Background: an optimization exercise with open tools, aiming at small area and a short achievable clock period. Do not read the settings as production practice. Only simulation tests tie the RTL to the original design; equivalence was not proved.

==> flow/design.v <==
`default_nettype none
package dct_pkg;
  localparam int SAMPLE_W  = 16;   
  localparam int LANE_W    = 24;   
  localparam int COEF_W    = 16;   
  localparam int COEF_FRAC = 14;   
  localparam logic signed [COEF_W-1:0] C_PI_4     = 16'sd11585;   
  localparam logic signed [COEF_W-1:0] C_PI_4_H   = 16'sd5793;    
  localparam logic signed [COEF_W-1:0] S_PI_8_H   = 16'sd3135;    
  localparam logic signed [COEF_W-1:0] C_PI_8_H   = 16'sd7568;    
  localparam logic signed [COEF_W-1:0] S_PI_16_H  = 16'sd1598;    
  localparam logic signed [COEF_W-1:0] C_PI_16_H  = 16'sd8035;    
  localparam logic signed [COEF_W-1:0] S_3PI_16_H = 16'sd4551;    
  localparam logic signed [COEF_W-1:0] C_3PI_16_H = 16'sd6811;    
  typedef struct packed {
    logic signed [SAMPLE_W-1:0] x0;   
    logic signed [SAMPLE_W-1:0] x1;
    logic signed [SAMPLE_W-1:0] x2;
    logic signed [SAMPLE_W-1:0] x3;
    logic signed [SAMPLE_W-1:0] x4;
    logic signed [SAMPLE_W-1:0] x5;
    logic signed [SAMPLE_W-1:0] x6;
    logic signed [SAMPLE_W-1:0] x7;   
  } sample_vec_t;
  typedef struct packed {
    logic signed [LANE_W-1:0] x0;
    logic signed [LANE_W-1:0] x1;
    logic signed [LANE_W-1:0] x2;
    logic signed [LANE_W-1:0] x3;
    logic signed [LANE_W-1:0] x4;
    logic signed [LANE_W-1:0] x5;
    logic signed [LANE_W-1:0] x6;
    logic signed [LANE_W-1:0] x7;
  } lane_vec_t;
  function automatic logic signed [LANE_W-1:0] mul_coef(
    input logic signed [LANE_W-1:0] a,
    input logic signed [COEF_W-1:0] k
  );
    logic signed [LANE_W+COEF_W-1:0] prod;
    logic signed [LANE_W+COEF_W-1:0] shifted;
    prod    = a * k;                 
    shifted = prod >>> COEF_FRAC;    
    mul_coef = shifted[LANE_W-1:0];  
  endfunction
endpackage
`default_nettype wire
`timescale 1ns/1ps
`default_nettype none
module dct_rotator #(
  parameter logic signed [dct_pkg::COEF_W-1:0] K0 = dct_pkg::S_PI_8_H,   
  parameter logic signed [dct_pkg::COEF_W-1:0] K1 = dct_pkg::C_PI_8_H    
) (
  input  logic signed [dct_pkg::LANE_W-1:0] a,
  input  logic signed [dct_pkg::LANE_W-1:0] b,
  output logic signed [dct_pkg::LANE_W-1:0] y_sum,
  output logic signed [dct_pkg::LANE_W-1:0] y_diff
);
  logic signed [dct_pkg::LANE_W-1:0] a_k0;   
  logic signed [dct_pkg::LANE_W-1:0] a_k1;   
  logic signed [dct_pkg::LANE_W-1:0] b_k0;   
  logic signed [dct_pkg::LANE_W-1:0] b_k1;   
  assign a_k0 = dct_pkg::mul_coef(a, K0);
  assign a_k1 = dct_pkg::mul_coef(a, K1);
  assign b_k0 = dct_pkg::mul_coef(b, K0);
  assign b_k1 = dct_pkg::mul_coef(b, K1);
  assign y_sum  = a_k0 + b_k1;   
  assign y_diff = b_k0 - a_k1;   
endmodule
`default_nettype wire
`timescale 1ns/1ps
`default_nettype none
module dct_butterfly_stage (
  input  logic                aclk,
  input  logic                rst_n,
  input  logic                in_valid,
  input  dct_pkg::lane_vec_t  in_block,
  output logic                out_valid,
  output dct_pkg::lane_vec_t  out_block
);
  always_ff @(posedge aclk or negedge rst_n) begin
    if (!rst_n) begin
      out_valid <= 1'b0;
    end else begin
      out_valid <= in_valid;   
    end
  end
  always_ff @(posedge aclk) begin
    if (in_valid) begin
      out_block.x0 <= in_block.x0 + in_block.x7;   
      out_block.x1 <= in_block.x1 + in_block.x6;
      out_block.x2 <= in_block.x2 + in_block.x5;
      out_block.x3 <= in_block.x3 + in_block.x4;
      out_block.x4 <= in_block.x3 - in_block.x4;   
      out_block.x5 <= in_block.x2 - in_block.x5;
      out_block.x6 <= in_block.x1 - in_block.x6;
      out_block.x7 <= in_block.x0 - in_block.x7;
    end
  end
endmodule
`default_nettype wire
`timescale 1ns/1ps
`default_nettype none
module dct_even_odd_stage (
  input  logic                aclk,
  input  logic                rst_n,
  input  logic                in_valid,
  input  dct_pkg::lane_vec_t  in_block,
  output logic                out_valid,
  output dct_pkg::lane_vec_t  out_block
);
  logic signed [dct_pkg::LANE_W-1:0] mid_diff;   
  logic signed [dct_pkg::LANE_W-1:0] mid_sum;    
  logic signed [dct_pkg::LANE_W-1:0] mid5;       
  logic signed [dct_pkg::LANE_W-1:0] mid6;       
  assign mid_diff = in_block.x6 - in_block.x5;
  assign mid_sum  = in_block.x6 + in_block.x5;
  assign mid5     = dct_pkg::mul_coef(mid_diff, dct_pkg::C_PI_4);
  assign mid6     = dct_pkg::mul_coef(mid_sum, dct_pkg::C_PI_4);
  always_ff @(posedge aclk or negedge rst_n) begin
    if (!rst_n) begin
      out_valid <= 1'b0;
    end else begin
      out_valid <= in_valid;
    end
  end
  always_ff @(posedge aclk) begin
    if (in_valid) begin
      out_block.x0 <= in_block.x0 + in_block.x3;   
      out_block.x1 <= in_block.x1 + in_block.x2;
      out_block.x2 <= in_block.x1 - in_block.x2;   
      out_block.x3 <= in_block.x0 - in_block.x3;
      out_block.x4 <= in_block.x4;                 
      out_block.x5 <= mid5;
      out_block.x6 <= mid6;
      out_block.x7 <= in_block.x7;
    end
  end
endmodule
`default_nettype wire
`timescale 1ns/1ps
`default_nettype none
module dct_rotate_stage (
  input  logic                aclk,
  input  logic                rst_n,
  input  logic                in_valid,
  input  dct_pkg::lane_vec_t  in_block,
  output logic                out_valid,
  output dct_pkg::lane_vec_t  out_block
);
  logic signed [dct_pkg::LANE_W-1:0] dc_sum;     
  logic signed [dct_pkg::LANE_W-1:0] dc_diff;    
  logic signed [dct_pkg::LANE_W-1:0] dc0;        
  logic signed [dct_pkg::LANE_W-1:0] dc1;        
  logic signed [dct_pkg::LANE_W-1:0] rot_sum;    
  logic signed [dct_pkg::LANE_W-1:0] rot_diff;   
  assign dc_sum  = in_block.x0 + in_block.x1;
  assign dc_diff = in_block.x0 - in_block.x1;
  assign dc0     = dct_pkg::mul_coef(dc_sum, dct_pkg::C_PI_4_H);
  assign dc1     = dct_pkg::mul_coef(dc_diff, dct_pkg::C_PI_4_H);
  dct_rotator #(
    .K0 (dct_pkg::S_PI_8_H),
    .K1 (dct_pkg::C_PI_8_H)
  ) u_rot_pi_8 (
    .a      (in_block.x2),
    .b      (in_block.x3),
    .y_sum  (rot_sum),
    .y_diff (rot_diff)
  );
  always_ff @(posedge aclk or negedge rst_n) begin
    if (!rst_n) begin
      out_valid <= 1'b0;
    end else begin
      out_valid <= in_valid;
    end
  end
  always_ff @(posedge aclk) begin
    if (in_valid) begin
      out_block.x0 <= dc0;
      out_block.x1 <= dc1;
      out_block.x2 <= rot_sum;
      out_block.x3 <= rot_diff;
      out_block.x4 <= in_block.x4 + in_block.x5;   
      out_block.x5 <= in_block.x4 - in_block.x5;
      out_block.x6 <= in_block.x7 - in_block.x6;
      out_block.x7 <= in_block.x7 + in_block.x6;
    end
  end
endmodule
`default_nettype wire
`timescale 1ns/1ps
`default_nettype none
module dct_output_stage (
  input  logic                aclk,
  input  logic                rst_n,
  input  logic                in_valid,
  input  dct_pkg::lane_vec_t  in_block,
  output logic                out_valid,
  output dct_pkg::lane_vec_t  out_block
);
  logic signed [dct_pkg::LANE_W-1:0] r1_sum;    
  logic signed [dct_pkg::LANE_W-1:0] r1_diff;   
  logic signed [dct_pkg::LANE_W-1:0] r3_sum;    
  logic signed [dct_pkg::LANE_W-1:0] r3_diff;   
  dct_rotator #(
    .K0 (dct_pkg::S_PI_16_H),
    .K1 (dct_pkg::C_PI_16_H)
  ) u_rot_pi_16 (
    .a      (in_block.x4),
    .b      (in_block.x7),
    .y_sum  (r1_sum),
    .y_diff (r1_diff)
  );
  dct_rotator #(
    .K0 (dct_pkg::C_3PI_16_H),   
    .K1 (dct_pkg::S_3PI_16_H)
  ) u_rot_3pi_16 (
    .a      (in_block.x5),
    .b      (in_block.x6),
    .y_sum  (r3_sum),
    .y_diff (r3_diff)
  );
  always_ff @(posedge aclk or negedge rst_n) begin
    if (!rst_n) begin
      out_valid <= 1'b0;
    end else begin
      out_valid <= in_valid;
    end
  end
  always_ff @(posedge aclk) begin
    if (in_valid) begin
      out_block.x0 <= in_block.x0;   
      out_block.x1 <= in_block.x1;
      out_block.x2 <= in_block.x2;
      out_block.x3 <= in_block.x3;
      out_block.x4 <= r1_sum;
      out_block.x5 <= r3_sum;
      out_block.x6 <= r3_diff;
      out_block.x7 <= r1_diff;
    end
  end
endmodule
`default_nettype wire
`timescale 1ns/1ps
`default_nettype none
module dct_1d (
  input  logic                  aclk,
  input  logic                  rst_n,
  input  logic                  in_valid,
  input  dct_pkg::sample_vec_t  in_block,
  output logic                  out_valid,
  output dct_pkg::lane_vec_t    out_block
);
  localparam int EXT_W = dct_pkg::LANE_W - dct_pkg::SAMPLE_W;   
  dct_pkg::lane_vec_t in_lanes;   
  dct_pkg::lane_vec_t s1_block;
  dct_pkg::lane_vec_t s2_block;
  dct_pkg::lane_vec_t s3_block;
  logic               s1_valid;
  logic               s2_valid;
  logic               s3_valid;
  assign in_lanes.x0 = {{EXT_W{in_block.x0[dct_pkg::SAMPLE_W-1]}}, in_block.x0};
  assign in_lanes.x1 = {{EXT_W{in_block.x1[dct_pkg::SAMPLE_W-1]}}, in_block.x1};
  assign in_lanes.x2 = {{EXT_W{in_block.x2[dct_pkg::SAMPLE_W-1]}}, in_block.x2};
  assign in_lanes.x3 = {{EXT_W{in_block.x3[dct_pkg::SAMPLE_W-1]}}, in_block.x3};
  assign in_lanes.x4 = {{EXT_W{in_block.x4[dct_pkg::SAMPLE_W-1]}}, in_block.x4};
  assign in_lanes.x5 = {{EXT_W{in_block.x5[dct_pkg::SAMPLE_W-1]}}, in_block.x5};
  assign in_lanes.x6 = {{EXT_W{in_block.x6[dct_pkg::SAMPLE_W-1]}}, in_block.x6};
  assign in_lanes.x7 = {{EXT_W{in_block.x7[dct_pkg::SAMPLE_W-1]}}, in_block.x7};
  dct_butterfly_stage u_stage1 (
    .aclk      (aclk),
    .rst_n     (rst_n),
    .in_valid  (in_valid),
    .in_block  (in_lanes),
    .out_valid (s1_valid),
    .out_block (s1_block)
  );
  dct_even_odd_stage u_stage2 (
    .aclk      (aclk),
    .rst_n     (rst_n),
    .in_valid  (s1_valid),
    .in_block  (s1_block),
    .out_valid (s2_valid),
    .out_block (s2_block)
  );
  dct_rotate_stage u_stage3 (
    .aclk      (aclk),
    .rst_n     (rst_n),
    .in_valid  (s2_valid),
    .in_block  (s2_block),
    .out_valid (s3_valid),
    .out_block (s3_block)
  );
  dct_output_stage u_stage4 (
    .aclk      (aclk),
    .rst_n     (rst_n),
    .in_valid  (s3_valid),
    .in_block  (s3_block),
    .out_valid (out_valid),
    .out_block (out_block)
  );
endmodule
`default_nettype wire
==> flow/run.sh <==
#!/bin/bash
# synth_recipe.tcl (not shown) runs the flow's synth.tcl, then flattens the netlist and writes it again
# the make line also repeats each setting of config.mk as NAME=value (left out here)
make -C /OpenROAD-flow-scripts/flow DESIGN_CONFIG=/design/flow/config.mk WORK_HOME=/design/flow/orfs CLKGATE_MAP_FILE= SYNTH_SCRIPT=/design/flow/synth_recipe.tcl finish
==> flow/config.mk <==
export PLATFORM = sky130hd
export DESIGN_NAME = dct_1d
export DESIGN_NICKNAME = dct_1d
export VERILOG_FILES = /design/flow/design.v
export SDC_FILE = /design/flow/constraint.sdc
export NUM_CORES = 4
export LEC_CHECK = 0
export CAP_MARGIN = 20
export CORE_MARGIN = 2
export CORE_UTILIZATION = 40
export SLEW_MARGIN = 20
==> flow/constraint.sdc <==
create_clock -name core_clock -period 9.0 [get_ports {aclk}]
set_input_delay 1.8000 -clock core_clock [delete_from_list [all_inputs] [get_ports {aclk}]]
set_output_delay 1.8000 -clock core_clock [all_outputs]
set_load 0.01 [all_outputs]
==> summary.txt <==
Global route
  • GRT Overall Usage: 19.7%
  • Largest net degree at the start of global routing: 147
  • First-pass GRT wire length: 490,000 um
  • Initial antenna violation count: 9
  • GRT Residual Overflow: 0
  • GR Layer Usage met1: 27.6%
  • GRT Max-Usage Layer: met2
  • Vias in the first global route: 86,900
  • Grt met2 use: 32.9%
  • GR Util met3: 2.41%

STA
  • Worst setup margin: 0.442 ns
  • Slew HR: 22.2%
  • Final min period: 8.56 ns
  • Tcrit/Tclk final: 95.1%
  • Slew Viols, Final: 0
  • Hold Worst Slack: 0.405 ns
  • Final hold vios: 0
  • Worst Tran Pin Value: 1.16 ns
  • Setup TNS: 0 ns
  • Final setup fails: 0
  • RSZ-0062 raised after global routing: false
  • Max Freq: 117 MHz
  • Worst Skew: 0.110 ns

Clock tree
  • Root Buffer: clkbuf_16
  • CTS clk-pin slew, worst paths: 0.06 ns
  • CTS tree: built
  • TritonCTS buffer count: 91
  • Clk sink count: 694
  • Htree depth: 3
  • Skew-Pair Late Insertion Delay: 0.86 ns
  • Maximum root-to-sink buffer count: 4

Yosys
  • Share of the synthesized area in the top cell type: 28.2%
  • Syn Inst Count: 12,600
  • Yosys warnings: 7
  • Sequential area share after synthesis: 16.5%
  • Avg Cell Area, Syn: 9.98 um2
  • FF+latch count, synth: 694
  • Leading area contributor after synthesis: fa_1
  • Most used DFF post-synth: edfxtp_1
  • Top-count cell post-synth: inv_1
  • Post-synth EDFFs: 690
  • Commonest cells in the netlist: inv_1 (3,437), ha_1 (2,313), fa_1 (1,773)
  • Ranking of synthesized cells by area: fa_1 (28%), ha_1 (23%), edfxtp_1 (16%)
  • Netlist cell types: 107
  • Syn Nets: 16,800
  • Post-Syn Area: 0.126 mm2
  • Asr flop ratio synth: 0.576%

Placement
  • Setup slack at placement: 0.132 ns
  • Routability congestion estimate: 0.921
  • Port Buf Inserts: 323
  • Hpwl dp: 273,000 um
  • Dpl cells: 17,200

Worst setup path
  • Worst Path Required: 9.58 ns
  • Critical Path Sink Type: register
  • Critical path origin: u_stage3.out_block[72]$_DFFE_PP_
  • Crit path kind: register to register
  • Crit path max fanout: 6
  • R2r startpoint: u_stage3.out_block[72]$_DFFE_PP_
  • Crit-path slowest cell: fa_1
  • Reg2reg path depth: 32
  • Critical path startpoint category: register
  • Worst Path Arrival: 9.14 ns
  • Max incr delay on CP: 0.56 ns

Worst hold path
  • Hold path start: u_stage1.out_block[82]$_DFFE_PP_
  • Min-delay worst type: register to register
  • Cell count of the worst hold path: 0

Die
  • Initial Util: 40.1%
  • # IOs: 324
  • Die area: 0.320 mm2
  • Die Ht: 565 um
  • Die width: 565 um
  • Core Region: 0.314 mm2
  • Number of core rows: 206

Layout
  • Post-Layout Cell Count: 17,400
  • Layout cells sized above 1: 3.25%
  • Layout area overhead: 9.80%
  • Final nets: 17,300

Route
  • Iter 0 DRT Violations: 4,377
  • Routed WL: 311,000 um
  • Vias: 84,800
  • Via density per instance: 4.89
  • Routed len/inst: 17.9 um
  • DRT Pass-1 Iters: 6
  • Routed Antenna Nets: 0
  • DRC: 0

Flow run
  • Max-cap violations: 0

Run status
  • Status: no timing/DRC/antenna violations
cell type report:
type	count	area, um2
multi-input cells	8410	92200
well taps	4160	5200
clock buffers	108	2390
diodes	10	25.0
repair buffers	481	4460
fillers	30000	176000
clock inverters	52	432
flip-flops and latches	694	20800
inverters	3438	12900
flip-flops by register name (all words and copies together) (netlist names):
register and count:
u_stage1.out_block 132, u_stage1.out_valid 1, u_stage2.out_block 176, u_stage2.out_valid 1, u_stage3.out_block 190, u_stage3.out_valid 1
u_stage4.out_block 192, u_stage4.out_valid 1
cells in the final DEF (no fill, tap or decap), types with 19 or more instances in the layout:
master and instances:
mux2i_1 19, clkdlybuf4s50_1 322, o21a_1 111, nand2_1 278, o211ai_1 31, a21oi_1 556
o31ai_1 25, nand3_1 103, nand2b_1 90, a211oi_1 51, a21boi_0 35, or3_1 34
a31oi_1 65, nor3_1 142, fa_1 1771, inv_1 3436, nand4_1 43, and3_1 74
a211o_1 20, ha_1 2313, xor2_1 243, and2_1 49, o21bai_1 111, nor2_1 547
xnor2_1 573, clkbuf_16 93, edfxtp_1 690, o21ai_0 338, nor4_1 25, a2111oi_0 22
nor2b_1 135, or2_2 41, a21o_1 227, buf_4 155
stage by stage:
step	instance area, um2	utilization [%]
after global placement	135000	43.1
after CTS	138000	44.0
final	138000	44.1
after floorplan	126000	-
after global routing	138000	44.1
after detailed placement	135000	43.1
routing by layer:
metal  vias up  routed length (um)
met2      1369              146000
met1     41700              146000
met3       262               12800
met5         -                   0
met4         0                6280
li1      41500                   -
path summary, 6_finish.rpt:
kind                                                     to  slack [ns]
max in group asynchronous      u_stage2.out_valid$_DFF_PN0_        7.53
max reg2reg                u_stage4.out_block[47]$_DFFE_PP_        0.44
min in group asynchronous      u_stage4.out_valid$_DFF_PN0_        1.23
min reg2reg                u_stage2.out_block[82]$_DFFE_PP_        0.41
max                        u_stage4.out_block[47]$_DFFE_PP_        0.44
min                        u_stage2.out_block[82]$_DFFE_PP_        0.41
critical path: cells and delay by family, from the launching register on:
kind,cells,cell delay [ns]
compound gates,14,2.99
flops,1,0.48
xor+xnor,3,0.45
fa+ha+maj,8,3.12
simple gates,3,0.77
buf+inv,4,0.51
kinds of logic after synthesis:
kind of cell	after synthesis	share of synthesized area (%)
AO/OA/AOI/OAI	1846	9.55
XOR/XNOR	836	5.89
adder cells (fa/ha/maj)	4086	51.1
buffers and inverters	3524	10.5
flip-flops	694	16.5
multiplexers	21	0.169
AND/OR/NAND/NOR	1621	6.27
repair_timing:
action,4_1_cts,5_1_grt
hold buffers,0,0
resized for setup,0,27
setup endpoints to repair,0,23
buffers inserted,0,17

## afterwards: timing with drivers on the ports
The flow's constraints put no driver on any port. The routed layout listed below was extracted and timed again, unchanged, in two steps.
Step 1 assumes that a clkbuf_16 drives the clock port and a buf_2 every other input.
Step 2 adds t to the input delays and takes it off the output delays; t is the mean of the earliest and latest rising clock arrival at the registers after step 1. Input paths then give back, and output paths get back, about the clock's delay inside the block.
Three values: no drivers, after step 1, after step 2; two values: the first two.
t (ns): 0.917
setup slack, ns: 0.442 / 0.442 / 0.442
hold slack, ns: 0.405 / 0.405 / 0.405
worst setup path after step 2: register to register
slew at the worst register clock pin (ns): 0.07 / 0.07
After both steps setup and hold are still met in this run. The setup slack of this run moves by 0.000 ns with the drivers and by 0.000 ns with both steps.
